Background: an optimization exercise with open tools, aiming at small area, a short achievable clock period and few clock cycles per item. Do not read the settings as production practice. Only simulation tests tie the RTL to the original design; equivalence was not proved.

==> flow/design.v (outline; a module is shown in full before it is edited, if it fits) <==
// module rpr_mac: 536 lines
// module rational_polyphase_resampler_unit: 1200 lines
module rational_polyphase_resampler_unit #(
	parameter int UP_FACTOR   = rpr_pkg::DEF_UP_FACTOR,
	parameter int DOWN_FACTOR = rpr_pkg::DEF_DOWN_FACTOR,
	parameter int TAPS        = rpr_pkg::DEF_TAPS,
	parameter int COEF_BITS   = rpr_pkg::DEF_COEF_BITS
) (
	input  wire logic                                 clk,
	input  wire logic                                 arst_n,
	input  wire logic                                 in_valid,
	output logic                                      in_ready,
	input  wire logic signed [rpr_pkg::SAMPLE_W-1:0]  left_in,
	input  wire logic signed [rpr_pkg::SAMPLE_W-1:0]  right_in,
	output logic                                      out_valid,
	input  wire logic                                 out_ready,
	output logic signed [rpr_pkg::SAMPLE_W-1:0]       left_out,
	output logic signed [rpr_pkg::SAMPLE_W-1:0]       right_out
);
  // ...
==> flow/flow/run.sh <==
#!/bin/bash
# Standard layout, with one extra step between synthesis and floorplan:
# flow/polfix.py removes inverters between full adders (and xor gates) of the
# synthesized netlist by reassigning their output polarity (a full adder is
# self-dual; an xor absorbs input inversions as xor<->xnor). Registers and the
# function at every register and port are unchanged. Timing repair aims
# at a setup slack of 6 ns on the 10 ns clock.
set -euo pipefail
R=orfs/results/${FLOW_PLATFORM}/rational_polyphase_resampler_unit/base
bash standard.sh synth > synth.log 2>&1
cp $R/1_2_yosys.v 1_2_yosys.orig.v
python3 flow/polfix.py 1_2_yosys.orig.v $R/1_2_yosys.v > polfix.log 2>&1
rm -f $R/1_synth.odb $R/1_synth.sdc
bash standard.sh SETUP_SLACK_MARGIN=6 finish > layout.log 2>&1
==> flow/flow/polfix.py <==
#!/usr/bin/env python3
"""Inverter removal by polarity reassignment in a flat sky130hd gate netlist.

A full adder is self-dual: FA(~a,~b,~c) = (~sum, ~cout). An xor2/xnor2 absorbs
an inversion on any input by swapping to its complement. So each full adder
and each xor2/xnor2 may produce its output(s) in either polarity; inverter
chains between cells are collapsed, and an inverter is put back only where a
consumer needs the complement of what its net physically carries (at most one
inverter per net). The result computes exactly the same function at every
port and register.

usage: polfix.py IN.v OUT.v
"""
import re
import sys
import random
from collections import defaultdict

INV_RE = re.compile(r'^sky130_fd_sc_hd__(inv|clkinv)_\d+$')
BUF_RE = re.compile(r'^sky130_fd_sc_hd__(buf|clkbuf)_\d+$')
FA_RE = re.compile(r'^sky130_fd_sc_hd__fa_\d+$')
XOR_RE = re.compile(r'^sky130_fd_sc_hd__(xor2|xnor2)_(\d+)$')
OUT_PINS = {'X', 'Y', 'Q', 'Q_N', 'SUM', 'COUT', 'HI', 'LO'}


def parse(text):
    # split module header/decls from instances
    inst_re = re.compile(r'^  (\S+) (\S+(?: )?) \(\n((?:    \..*\n)+?)  \);\n', re.M)
    insts = []
    spans = []
    for m in inst_re.finditer(text):
        typ, name, body = m.group(1), m.group(2), m.group(3)
        pins = []
        for pm in re.finditer(r'\.(\w+)\((.*)\)', body):
            pins.append([pm.group(1), pm.group(2).strip()])
        insts.append({'type': typ, 'name': name, 'pins': pins})
        spans.append((m.start(), m.end()))
    return insts, spans


def main():
    src, dst = sys.argv[1], sys.argv[2]
    text = open(src).read()
    insts, spans = parse(text)
    head = text[:spans[0][0]]
    tail = text[spans[-1][1]:]
    between = ''.join(text[spans[i][1]:spans[i + 1][0]] for i in range(len(spans) - 1))
    assert between.strip() == '', 'unexpected text between instances'
    assert 'assign' not in head and 'assign' not in tail, 'assigns not supported'

    ports = set()
    for m in re.finditer(r'^\s*(input|output)\s+(\[(\d+):(\d+)\]\s+)?(\S+);', head, re.M):
        nm = m.group(5)
        if m.group(2):
            hi, lo = int(m.group(3)), int(m.group(4))
            for i in range(min(hi, lo), max(hi, lo) + 1):
                ports.add('%s[%d]' % (nm, i))
        ports.add(nm)

    driver = {}
    loads = defaultdict(list)
    for k, inst in enumerate(insts):
        for pi, (pin, net) in enumerate(inst['pins']):
            if pin in OUT_PINS:
                driver[net] = (k, pin)
            else:
                loads[net].append((k, pi))

    def is_port(net):
        return net in ports or net.split('[')[0] in ports

    # collapsible inverters: internal input and output nets
    inv_in = {}
    for k, inst in enumerate(insts):
        if INV_RE.match(inst['type']) or BUF_RE.match(inst['type']):
            p = dict(inst['pins'])
            a, y = p['A'], p.get('Y', p.get('X'))
            if not is_port(a) and not is_port(y) and not a.startswith("1'"):
                inv_in[y] = (k, a, 1 if INV_RE.match(inst['type']) else 0)
    removed = set(v[0] for v in inv_in.values())

    def base(net):
        q = 0
        while net in inv_in:
            q ^= inv_in[net][2]
            net = inv_in[net][1]
        return net, q

    # flippable cells: FA and xor2/xnor2
    flip = {}
    for k, inst in enumerate(insts):
        if FA_RE.match(inst['type']) or XOR_RE.match(inst['type']):
            flip[k] = 0

    # consumers: every input pin of a non-removed cell
    # each consumer -> (base net, parity)
    cons = []  # (k, pi, basenet, q)
    for k, inst in enumerate(insts):
        if k in removed:
            continue
        for pi, (pin, net) in enumerate(inst['pins']):
            if pin in OUT_PINS:
                continue
            b, q = base(net)
            cons.append((k, pi, b, q))
    # output ports driven through a removed inverter chain are not possible (port nets excluded)

    cons_by_base = defaultdict(list)
    for c in cons:
        cons_by_base[c[2]].append(c)

    def pol(b):
        d = driver.get(b)
        if d is None:
            return 0
        return flip.get(d[0], 0)

    def need_inv(c):
        k, pi, b, q = c
        inst = insts[k]
        if XOR_RE.match(inst['type']):
            return 0
        need = q ^ pol(b)
        if FA_RE.match(inst['type']):
            need ^= flip[k]
        return need

    def base_cost(b):
        return 1 if any(need_inv(c) for c in cons_by_base[b]) else 0

    # nets touched by a flip of cell k
    def touched(k):
        inst = insts[k]
        s = set()
        for pin, net in inst['pins']:
            if pin in OUT_PINS:
                s.add(net)
            else:
                s.add(base(net)[0])
        return s

    touch = {k: touched(k) for k in flip}
    initial = sum(base_cost(b) for b in cons_by_base)

    # hard parity edges between flippable cells: consumer FA pin fed (through parity q)
    # by a flippable driver wants flip[cons] = flip[drv] ^ q
    adj = defaultdict(list)
    for c in cons:
        k, pi, b, q = c
        if not FA_RE.match(insts[k]['type']):
            continue
        d = driver.get(b)
        if d is None or d[0] not in flip:
            continue
        adj[k].append((d[0], q))
        adj[d[0]].append((k, q))
    seen = {}
    comps = []
    for k0 in flip:
        if k0 in seen:
            continue
        comp = [k0]
        seen[k0] = 0
        stack = [k0]
        while stack:
            u = stack.pop()
            for v, q in adj[u]:
                if v not in seen:
                    seen[v] = seen[u] ^ q
                    comp.append(v)
                    stack.append(v)
        comps.append(comp)
    for comp in comps:
        for k in comp:
            flip[k] = seen[k]
        nets = set()
        for k in comp:
            nets |= touch[k]
        c0 = sum(base_cost(b) for b in nets)
        for k in comp:
            flip[k] ^= 1
        c1 = sum(base_cost(b) for b in nets)
        if c0 <= c1:
            for k in comp:
                flip[k] ^= 1
    mid = sum(base_cost(b) for b in cons_by_base)
    print('components %d, after coloring %d' % (len(comps), mid))

    ks = list(flip)
    rnd = random.Random(1)
    for it in range(20):
        changed = 0
        rnd.shuffle(ks)
        for k in ks:
            nets = touch[k]
            before = sum(base_cost(b) for b in nets)
            flip[k] ^= 1
            after = sum(base_cost(b) for b in nets)
            if after < before:
                changed += 1
            else:
                flip[k] ^= 1
        if changed == 0:
            break
    final = sum(base_cost(b) for b in cons_by_base)

    # rewrite
    newinv = {}
    new_insts = []
    n = 0

    def inv_of(b):
        nonlocal n
        if b not in newinv:
            y = '_pinv%d_' % n
            newinv[b] = y
            new_insts.append({'type': 'sky130_fd_sc_hd__inv_1', 'name': '_pinvc%d_' % n,
                              'pins': [['A', b], ['Y', y]]})
            n += 1
        return newinv[b]

    for c in cons:
        k, pi, b, q = c
        inst = insts[k]
        if XOR_RE.match(inst['type']):
            inst['pins'][pi][1] = b
            inst.setdefault('err', 0)
            inst['err'] ^= q ^ pol(b)
        else:
            inst['pins'][pi][1] = inv_of(b) if need_inv(c) else b
    out_insts = []
    for k, inst in enumerate(insts):
        if k in removed:
            continue
        m = XOR_RE.match(inst['type'])
        if m:
            kind = 1 if m.group(1) == 'xnor2' else 0
            kind ^= inst.get('err', 0) ^ flip[k]
            inst['type'] = 'sky130_fd_sc_hd__%s_%s' % ('xnor2' if kind else 'xor2', m.group(2))
            for pp in inst['pins']:
                if pp[0] in ('X', 'Y'):
                    pp[0] = 'Y' if kind else 'X'
        out_insts.append(inst)
    out_insts += new_insts

    decl = ''.join('  wire %s;\n' % y for y in newinv.values())
    body = []
    for inst in out_insts:
        body.append('  %s %s (\n' % (inst['type'], inst['name']))
        body.append(',\n'.join('    .%s(%s)' % (p, net + ' ' if net.startswith('\\') else net)
                                for p, net in inst['pins']) + '\n  );\n')
    # insert new wire declarations before first instance
    open(dst, 'w').write(head + decl + ''.join(body) + tail)
    ninv_before = sum(1 for i in insts if INV_RE.match(i['type']))
    print('inverters: %d collapsed, %d added; nets needing inversion %d -> %d; flipped %d of %d' % (
        len(removed), len(new_insts), initial, final, sum(flip.values()), len(flip)))


if __name__ == '__main__':
    main()
==> flow/standard.sh <==
#!/bin/bash
# synth_recipe.tcl (not shown) runs the flow's synth.tcl, then flattens the netlist and writes it again
# the make line also repeats each setting of config.mk as NAME=value (left out here)
make -C /OpenROAD-flow-scripts/flow DESIGN_CONFIG=/design/flow/config.mk WORK_HOME=/design/flow/orfs CLKGATE_MAP_FILE= SYNTH_SCRIPT=/design/flow/synth_recipe.tcl "${@:-finish}"
==> flow/config.mk <==
export PLATFORM = sky130hd
export DESIGN_NAME = rational_polyphase_resampler_unit
export DESIGN_NICKNAME = rational_polyphase_resampler_unit
export VERILOG_FILES = /design/flow/design.v
export SDC_FILE = /design/flow/constraint.sdc
export NUM_CORES = 4
export LEC_CHECK = 0
export CAP_MARGIN = 20
export CORE_MARGIN = 2
export CORE_UTILIZATION = 40
export SLEW_MARGIN = 20
export SYNTH_MEMORY_MAX_BITS = 65536
==> flow/constraint.sdc <==
create_clock -name core_clock -period 10.0 [get_ports {clk}]
set_input_delay 2.0000 -clock core_clock [delete_from_list [all_inputs] [get_ports {clk}]]
set_output_delay 2.0000 -clock core_clock [all_outputs]
set_load 0.01 [all_outputs]
==> metrics.csv, run 1 <==
metric,value,unit
critical path endpoint,cfb_q[9],
crit path from,rn_q[0],
H-tree depth,3,
hpwl dp,220000,microns
final setup margin,5.83,ns
hold path start,bp_q[1],
vias,67000,
First-pass DRT Iterations,10,
largest class,multi-input combinational cells,
total grt overflow,0,
Top Registers,"sl_q x99, sr_q x99, bq x72",
met2 WL post-DR,156000,microns
clk sinks,598,
comb_multi_in,5556,
wire length per cell,40.9,microns
ANT nets after route,0,
CLK BUF,111,
Syn. warnings,11,
Layout clock area frac,3.27,%
Crit path depth,11,
run status,no timing/DRC/antenna violations,
slowest cell delay on critical path,0.59,ns
critical path's top delay family,compound AO/OA/AOI/OAI gates,
final non-filler cell total,9492,
crit end category,register,
"most common cell after layout, fill and taps aside",xnor2_1,
flop-to-flop setup slack,5.83,ns
clock slew at reported path FFs,0.06,ns
Max-cap violations,0,
FF+latch count,598,
Testbench counts, summed over its fixed seeds: cycles 16,000, frames 16,000.
==> inputs of run 2 (changes only) <==
==> flow/flow/run.sh (replaced) <==
#!/bin/bash
# Standard layout, with one extra step between synthesis and floorplan:
# flow/polfix.py removes inverters between full adders (and xor gates) of the
# synthesized netlist by reassigning their output polarity (a full adder is
# self-dual; an xor absorbs input inversions as xor<->xnor). Registers and the
# function at every register and port are unchanged. Timing repair aims
# at a setup slack of 5.5 ns on the 10 ns clock.
set -euo pipefail
R=orfs/results/${FLOW_PLATFORM}/rational_polyphase_resampler_unit/base
bash standard.sh synth > synth.log 2>&1
cp $R/1_2_yosys.v 1_2_yosys.orig.v
python3 flow/polfix.py 1_2_yosys.orig.v $R/1_2_yosys.v > polfix.log 2>&1
rm -f $R/1_synth.odb $R/1_synth.sdc
bash standard.sh SETUP_SLACK_MARGIN=5.5 finish > layout.log 2>&1
--- a/flow/config.mk
+++ b/flow/config.mk
@@ -7,6 +7,6 @@
 export LEC_CHECK = 0
 export CAP_MARGIN = 20
 export CORE_MARGIN = 2
-export CORE_UTILIZATION = 40
+export CORE_UTILIZATION = 50
 export SLEW_MARGIN = 20
 export SYNTH_MEMORY_MAX_BITS = 65536
==> metrics.csv, run 2 <==
metric,value,unit,change
Clock Skews,0.0392,ns,
First-pass DRT Iterations,13,,+3
clock buffer count from CTS,76,,
Synth Area per Inst,10.2,sq um,
vias,61800,,-7.8%
drt total wl,307000,microns,
CP max-delay cell,dfstp_4,,
vias in the first global route,62900,,
total track usage,46.4,%,
ANT nets after route,0,,unchanged
die area,0.132,sq mm,
total grt overflow,0,,unchanged
Top Registers,"sl_q x99, sr_q x99, bq x72",,
crit end category,register,,
Post-CTS Hold Buffers,0,,
critical path data required time,10.45,ns,
synthesized instance count,6356,,
Placer Congestion,1.14,,
fin area,0.0739,sq mm,
"most common cell after layout, fill and taps aside",fa_1,,
worst min-delay path class,reg2reg,,
Max-slew headroom,16.1,%,
Initial Util,50.5,%,
Synth Cell Area,0.0646,sq mm,
area delta synth->final,14.3,%,
via/cell ratio,7.20,,
kind of critical path,reg2reg,,
dpl cells,8376,,
final worst hold slack,0.437,ns,
most frequent cells in the layout,"911 x fa_1, 860 x a22oi_1, 810 x xnor2_1",,
Nets,7855,,
hpwl dp,209000,microns,-4.8%
number of I/O port buffers,69,,
Final setup viols,0,,
Root Buffer,clkbuf_16,,
Die Ht,364,microns,
DRC,0,,
Ports,70,,
clk sinks,598,,unchanged
Tmin final,4.66,ns,
final hold violation count,0,,
CP bufs+invs,2,,
worst skew pair latency,0.71,ns,
first-pass GRT wire length,445000,microns,
H-tree depth,3,,unchanged
Chip Width,364,microns,
CP arrival,5.11,ns,
Placeable Area,0.128,sq mm,
Top Usage Layer GRT,met2,,
run status,no timing/DRC/antenna violations,,
"Slew Viols, Final",0,,
wire length per cell,35.8,microns,-12%
initial antenna violation count,29,,
pin count of the biggest net entering global routing,135,,
met3 usage,16.7,%,
share of cells above drive strength 1,10.2,%,
"Critical Path, Cell by Cell","buf_12, nand2b_1, nor2_1, o21ai_0, and4_1, nor4_1, or3_1, inv_1, ha_1, and3_1",,
unrepaired setup endpoints after global routing,yes,,
CTS tree,built,,
Max-cap violations,0,,unchanged
M2 GR Usage,67.8,%,
measured slew at the worst slew-check pin,1.25,ns,
First DRT Iteration DRCs,8737,,
clock slew at reported path FFs,0.06,ns,about the same
clk buf depth,3,,
crit share post-route,46.6,%,
fmax,215,MHz,
final non-filler cell total,8583,,-9.6%
FILL cells,11000,,
CP Max Fanout,134,,
Worst Setup Start Kind,register,,
Syn. warnings,11,,unchanged
critical path's top delay family,simple AND/OR/NAND/NOR gates,,
met1 usage,57.6,%,
slowest cell delay on critical path,0.95,ns,+0.36 ns
DP Area,0.0695,sq mm,
post-route setup TNS,0,ns,
standard-cell rows,131,,
[run 2: worst reg2reg max path: stages, from the launching register on]
cell and delay, ns:
dfstp_4 0.95, buf_12 0.54, nand2b_1 0.78, nor2_1 0.36, o21ai_0 0.24, and4_1 0.37, nor4_1 0.32, or3_1 0.30
inv_1 0.10, ha_1 0.29, and3_1 0.18
[run 2: final cells by class]
type / instances / area, sq um / share of cell area (%)
Inverter: 198 / 751 / 1.02
Clock inverter: 41 / 549 / 0.743
Sequential cell: 598 / 13600 / 18.4
Tap cell: 1729 / 2160 / 2.93
Clock buffer: 97 / 2100 / 2.84
Antenna cell: 12 / 30.0 / 0.0406
Timing Repair Buffer: 353 / 3600 / 4.87
Multi-Input combinational cell: 5555 / 51100 / 69.2
[run 2: stage by stage]
step / util [%] / worst slack, ns
floorplan: - / 4.32
global placement: 54.3 / 4.57
detailed placement: 54.3 / 4.56
CTS: 56.8 / 5.41
global route: 57.7 / 5.43
finish: 57.7 / 5.34
[run 2: what timing repair did]
item / 4_1_cts / 5_1_grt
gates cloned: 1 / 0
setup endpoints to repair: 121 / 90
resized for setup: 129 / 215
pin swaps: 5 / 12
setup buffers: 8 / 48
hold endpoints to repair: 0 / 0
[run 2: path summary, 6_finish.rpt]
kind / startpoint / end / slack [ns] / cells after the start
min in group asynchronous: arst_n / fs_q[0] / 1.32 / 1
max reg2reg: rn_q[3] / cfb_q[3] / 5.34 / 10
min: bp_q[0] / cs_q[0] / 0.44 / 0
max: rn_q[3] / cfb_q[3] / 5.34 / 10
max in group asynchronous: arst_n / rn_q[4] / 8.18 / 1
min reg2reg: bp_q[0] / cs_q[0] / 0.44 / 0
[run 2: routing by layer]
layer  routed length, microns  share of wire [%]
met4                    25600                8.3
met2                   130000                 42
met5                      420               0.14
met1                   111000                 36
met3                    39900                 13

==> what the ideal ports hide <==
In the flow no input, the clock included, has a driving cell. The finished layouts below were timed again as built, in two steps.
Step 1 (the two cells are an assumption about what drives the block):
set clk [get_ports {clk}]
set_driving_cell -lib_cell sky130_fd_sc_hd__clkbuf_16 $clk
set_driving_cell -lib_cell sky130_fd_sc_hd__buf_2 [delete_from_list [all_inputs] $clk]
Step 2 adds t to the input delays and takes it off the output delays; t is the mean of the earliest and latest rising clock arrival at the registers after step 1. Input paths then give back, and output paths get back, about the clock's delay inside the block.
Three values: ideal ports, drivers, drivers and shift; two values: the first two.
| run | t (ns) | slack for setup (ns) | cell pins on the clock port's net |
|---|---|---|---|
| run 1 | 0.781 | 5.833 / 5.833 / 5.711 | 1 |
| run 2 | 0.776 | 5.344 / 5.344 / 5.221 | 1 |
After both steps setup and hold are still met in every run listed. For run 2, which loses most, drivers alone change the setup slack by 0.000 ns; drivers and shift together by -0.123 ns.
